This design comes from an exercise in tuning for small area and a short achievable clock period on the open sky130 flow, not from production work.
Function was checked by simulation only, so behaviour that the tests miss may differ from the original.

==> flow/design.v (outline; a module is shown in full before it is edited, if it fits) <==
// module fp32_round_ne: 17 lines
// module fp32_mult_pipelined: 1325 lines
module fp32_mult_pipelined
(
  input  logic             clk,
  input  logic             rst_n,
  input  logic             start,
  input  logic [fp32_pkg::WIDTH-1:0] a,
  input  logic [fp32_pkg::WIDTH-1:0] b,
  output logic [fp32_pkg::WIDTH-1:0] result,
  output logic             done,
  output logic             overflow,
  output logic             underflow
);
  // ...
==> flow/flow/run.sh <==
#!/bin/bash
# Layout flow: the standard flow (standard.sh) with two changes:
#  - synthesis skips the quick "abc -fast" pass inside Yosys's "synth -run fine:" so the full and
#    half adders written in the RTL reach extract_fa as written (fewer inverters between them);
#    everything else, including the register set, is the standard flow's synthesis script unchanged;
#  - ports are buffered with sky130_fd_sc_hd__buf_1 instead of the default delay buffer.
# Each tool's output goes to its own log here and under orfs/logs.
set -euo pipefail
{
  echo 'proc synth {args} { if {[lsearch -exact $args fine:] >= 0} { yosys synth -nofsm -noshare -noabc {*}$args } else { yosys synth -nofsm -noshare {*}$args } }'
  tail -n +2 synth_recipe.tcl
} > synth_noabc.tcl
bash standard.sh SYNTH_SCRIPT="$PWD/synth_noabc.tcl" BUFFER_PORTS_ARGS="-buffer_cell sky130_fd_sc_hd__buf_1" finish > standard.log 2>&1
==> flow/standard.sh <==
#!/bin/bash
# synth_recipe.tcl (not shown) runs the flow's synth.tcl, then flattens the netlist and writes it again
# the make line also repeats each setting of config.mk as NAME=value (left out here)
make -C /OpenROAD-flow-scripts/flow DESIGN_CONFIG=/design/flow/config.mk WORK_HOME=/design/flow/orfs CLKGATE_MAP_FILE= SYNTH_SCRIPT=/design/flow/synth_recipe.tcl "${@:-finish}"
==> flow/config.mk <==
export PLATFORM = sky130hd
export DESIGN_NAME = fp32_mult_pipelined
export DESIGN_NICKNAME = fp32_mult_pipelined
export VERILOG_FILES = /design/flow/design.v
export SDC_FILE = /design/flow/constraint.sdc
export NUM_CORES = 4
export LEC_CHECK = 0
export ABC_AREA = 1
export CAP_MARGIN = 20
export CORE_MARGIN = 2
export CORE_UTILIZATION = 40
export SETUP_SLACK_MARGIN = 4.0
export SLEW_MARGIN = 20
==> flow/constraint.sdc <==
create_clock -name core_clock -period 7.0 [get_ports {clk}]
set_input_delay 1.4000 -clock core_clock [delete_from_list [all_inputs] [get_ports {clk}]]
set_output_delay 1.4000 -clock core_clock [all_outputs]
set_load 0.01 [all_outputs]
==> out/metrics.cfg, run 1 <==
[worst_setup_path]
cp_num_cells = 7
critical_path_origin = bneg2_q[4]
worst-endpoint-arrival_ns = 3.43
critPathKind = reg2reg

[placement]
placed_cell_area_um2 = 26600
place_hpwl_um = 53800

[synthesis]
synth.ff_latch_count = 385
post-synth-top-count-cell = nand2_1
synth.mux.area_fraction_pct = 0
synth_nets = 3420
ys_async_sr_fraction_pct = 1.04
synth_top_cell_by_area = dfxtp_1
mean_instance_size_in_the_synthesized_netlist_um2 = 8.62

[final_layout]
proportion_of_cell_area_occupied_by_multi_input_gates_pct = 54.7
clk_share_pct = 5.52
top_register = resD_q
buf_share_pct = 2.12
stdcell_count = 3900
area.growth.synth_to_final_pct = 12.6

[routing]
top_sig_layer = met4

[floorplan]
number_of_tapcells = 846
die_outline_area_um2 = 66000
num_rows = 92
start_util_pct = 40.5

[min_path]
hold_path_end = rng_add_q[3]
worst_min_path_start = rng_t3_q[3]

[clock_tree]
ctsRootBufferMaster = clkbuf_16

[sta]
fin_tns_setup_ns = 0
skew_ns = 0.0245
final.period_utilization_pct = 42.5
relSlewSlack_pct = 24.5
timing.final.hold_violations = 0

[outcome]
status = timing/DRC/antenna clean

[job]
cap_violations = 0

[global_routing]
globalRouteMet3Util_pct = 5.90
grt_usage_pct = 22.3

==> inputs of run 2 (changes only) <==
--- a/flow/config.mk
+++ b/flow/config.mk
@@ -9,5 +9,5 @@
 export CAP_MARGIN = 20
 export CORE_MARGIN = 2
 export CORE_UTILIZATION = 40
-export SETUP_SLACK_MARGIN = 4.0
+export SETUP_SLACK_MARGIN = 4.2
 export SLEW_MARGIN = 20
==> run 2 against run 1 <==
Compared with the run above: clock skew up 0.0027 ns; die area unchanged; still clean; worst setup slack better by 0.13 ns.
==> out/metrics.cfg, run 2 <==
[min_path]
hold_path_class = reg2reg

[final_layout]
most-common-layout-cells = inv_1 (461), nand2_1 (452), dfxtp_1 (338), xor2_1 (285), o22ai_1 (264)
sequential_cell_area_um2 = 7800
area.growth.synth_to_final_pct = 18.1
nets = 3527
insertedDiodeCount = 0
top_regs = resD_q: 32 flops, tD: 26 flops, maA_q: 23 flops
multi_input_logic_area_um2 = 16500
final_layout_size_suffix_gt1_share_pct = 16.8
flip_flop_count_of_the_largest_register_all_copies_and_words_added = 32
layout.filler_cells = 6030
stdcell_count = 3959  ; +1.5%
top_register = resD_q
layout.cells.most_common = inv_1

[global_routing]
largest_net_degree_at_the_start_of_global_routing = 31
grt_antenna_before_repair = 0
grt_first_pass_wirelength_um = 116000
grt_usage_pct = 22.6  ; +0.34 points
grt_overflow_total = 0
first_global_vias = 20500

[floorplan]
num_rows = 92  ; unchanged
fp.coreArea_um2 = 63200
io_pins = 102
die_outline_area_um2 = 66000  ; unchanged
fp.dieW_um = 257
floorplan.die.height_um = 257
start_util_pct = 40.5  ; unchanged

[synthesis]
seq_area_frac_synth_pct = 30.2
synth.lib_cells_used.distinct = 44
synthCells = 2971
synth_top_cell_by_area = dfxtp_1
synth.ff_latch_count = 385  ; unchanged
netlist_top_cells_area = dfxtp_1 (30%), fa_1 (20%), xor2_1 (9.8%)
ys_warn_count = 2
yosys_most_used_dff = dfxtp_1
synth_nets = 3420  ; unchanged
mean_instance_size_in_the_synthesized_netlist_um2 = 8.62  ; unchanged
synth_edf_count = 0
post-synth-top-count-cell = nand2_1
netlist.area_leader.share_pct = 29.8
ys_async_sr_fraction_pct = 1.04  ; unchanged
ys_top_cells_by_count = nand2_1 (530), inv_1 (504), dfxtp_1 (381)
post_synth_instance_area_um2 = 25600

[placement]
port_buffers = 101
numPlacedInstances = 3800
place_hpwl_um = 53800  ; unchanged
routabilityCongestion = 0.899

[sta]
setup_repair_after_global_routing_missed_its_margin = yes
setup_violations = 0
final.period_utilization_pct = 40.6  ; -1.9 points
min_period_ns = 2.85
fin_tns_setup_ns = 0  ; unchanged
relSlewSlack_pct = 29.4  ; +4.9 points
fmax_mhz = 351
skew_ns = 0.0272  ; +0.00272 ns
timing.final.hold_violations = 0  ; unchanged
actual_slew_at_the_worst_max_slew_pin_ns = 1.06
slew_violations = 0

[routing]
drt_first_iter_violations = 1767
drc = 0
route.vias.total = 20200
antenna_left = 0
route.final.wire_length_um = 75900
dr.pass1.iters = 6
routed_wire_length_per_instance_um = 19.2
post_drt_via_cell_ratio = 5.11

[worst_setup_path]
critical_path.slowest_cell = fa_1
worst-path-buf-inv = 2
crit_path_max_fanout = 4
worst-endpoint-arrival_ns = 3.30  ; -0.13 ns
crit_path_frequent_cell = fa_1
critical_path.max_stage_delay_ns = 0.63
start_kind = flop
worst-endpoint-required_ns = 7.45
critPathKind = reg2reg
worstSetupEndpointType = flop
critical-path-top-delay-family = adder cells
path_cells = fa_1 > fa_1 > inv_2 > ha_4 > nand2_4 > nor2_4 > nand2_2 > buf_4 > nor3_2 > nor2_1 > nand3_1 > nand2_1

[clock_tree]
clk_path_buf_depth = 3
cts_made_buffers = 44
clkTransAtPathRegs_ns = 0.06
cts_tree = done
clkLatencyLatePin_ns = 0.60
clock_sinks = 385
cts_hold_buf = 0
htree_num_levels = 2
ctsRootBufferMaster = clkbuf_16

[outcome]
status = timing/DRC/antenna clean

[job]
cap_violations = 0  ; unchanged

## run 2: cell counts after synthesis
Identical to the previous run, type by type.
## run 2: worst register-to-register path, cell delays in order (launching register included)
cell	delay, ns
dfxtp_2	0.34
fa_1	0.50
fa_1	0.63
inv_2	0.07
ha_4	0.32
nand2_4	0.09
nor2_4	0.14
nand2_2	0.09
buf_4	0.14
nor3_2	0.17
nor2_1	0.07
nand3_1	0.07
nand2_1	0.08
## run 2: path summary, 6_finish.rpt
kind                       depth (start not counted)        start            to  slack, ns
max in group asynchronous                          1        rst_n        v_t3_q       6.19
hold reg to reg                                    0  rng_t3_q[3]  rng_add_q[3]       0.32
min in group asynchronous                          1        rst_n       v_add_q       0.64
setup reg to reg                                  12   rt3_13_2_q        tD[15]       4.15
setup / recovery                                  12   rt3_13_2_q        tD[15]       4.15
hold / removal                                     0  rng_t3_q[3]  rng_add_q[3]       0.32
## run 2: final cells by class
cell class,instances,share of cell area [%]
inverter,531,7.24
sequential,385,25.8
multi-input combinational,1925,54.4
clock buffer,54,4.01
tap,846,3.50
timing repair inverter,5,0.116
timing repair buffer,186,3.65
clock inverter,27,1.25
## run 2: timing repair
item	4_1_cts	5_1_grt
buffers inserted	40	33
endpoints found under the setup margin	114	60
pin swaps	23	90
cloned	5	0
resized for setup	162	216
## run 2: per-stage QoR
stage / hold slack (ns) / util (%) / cell area [µm²] / setup slack, ns
6_report: 0.323 / 47.8 / 30200 / 4.15
5_1_grt: 0.330 / 47.8 / 30200 / 4.07
4_1_cts: 0.326 / 46.2 / 29200 / 4.16
3_5_place_dp: 0.312 / 42.1 / 26600 / 3.47
3_3_place_gp: 0.311 / 42.1 / 26600 / 3.49
2_1_floorplan: 0.310 / - / 25600 / 4.29
## run 2: cell families after synthesis
logic type	share of synthesized area, %
simple gates	14.6
buf+inv	9.87
flops	30.2
fa+ha+maj	26.1
compound gates	8.89
xor+xnor	10.3
## run 2: layer usage
layer  vias to the layer above  GRT usage [%]  routed length (µm)
met5                         -              0                   0
met4                         0           9.56                3080
met3                       220           5.69                7440
met2                      1032           34.9               33100
met1                      9450           30.2               32300
li1                       9523              -                   -

## re-timing with driven ports
No port has a modelled driver above. Below, the same layouts with a new extraction and two added sets of constraints. Step 1, drivers: a clkbuf_16 drives clk and a buf_2 each remaining input, both assumed. Step 2 times the ports against the registers' clock, not the clock port: input delays grow and output delays shrink by t, the midpoint of the rising clock arrivals with the driver on. Slacks: no drivers / after step 1 / after step 2; pairs: no drivers / after step 1.
run | t (ns) | setup WS [ns] | worst hold slack (ns) | latest minus earliest clock arrival (ns) | worst data-port slew with drivers (ns)
run 1 | 0.643 | 4.022 / 4.022 / 4.022 | 0.323 / 0.323 / 0.323 | 0.027 / 0.026 | 0.04
run 2 | 0.645 | 4.155 / 4.155 / 4.133 | 0.323 / 0.323 / 0.323 | 0.028 / 0.027 | 0.04
After both steps every run listed still meets setup and hold. For run 2, which loses most, drivers alone change the setup slack by 0.000 ns; drivers and shift together by -0.022 ns.
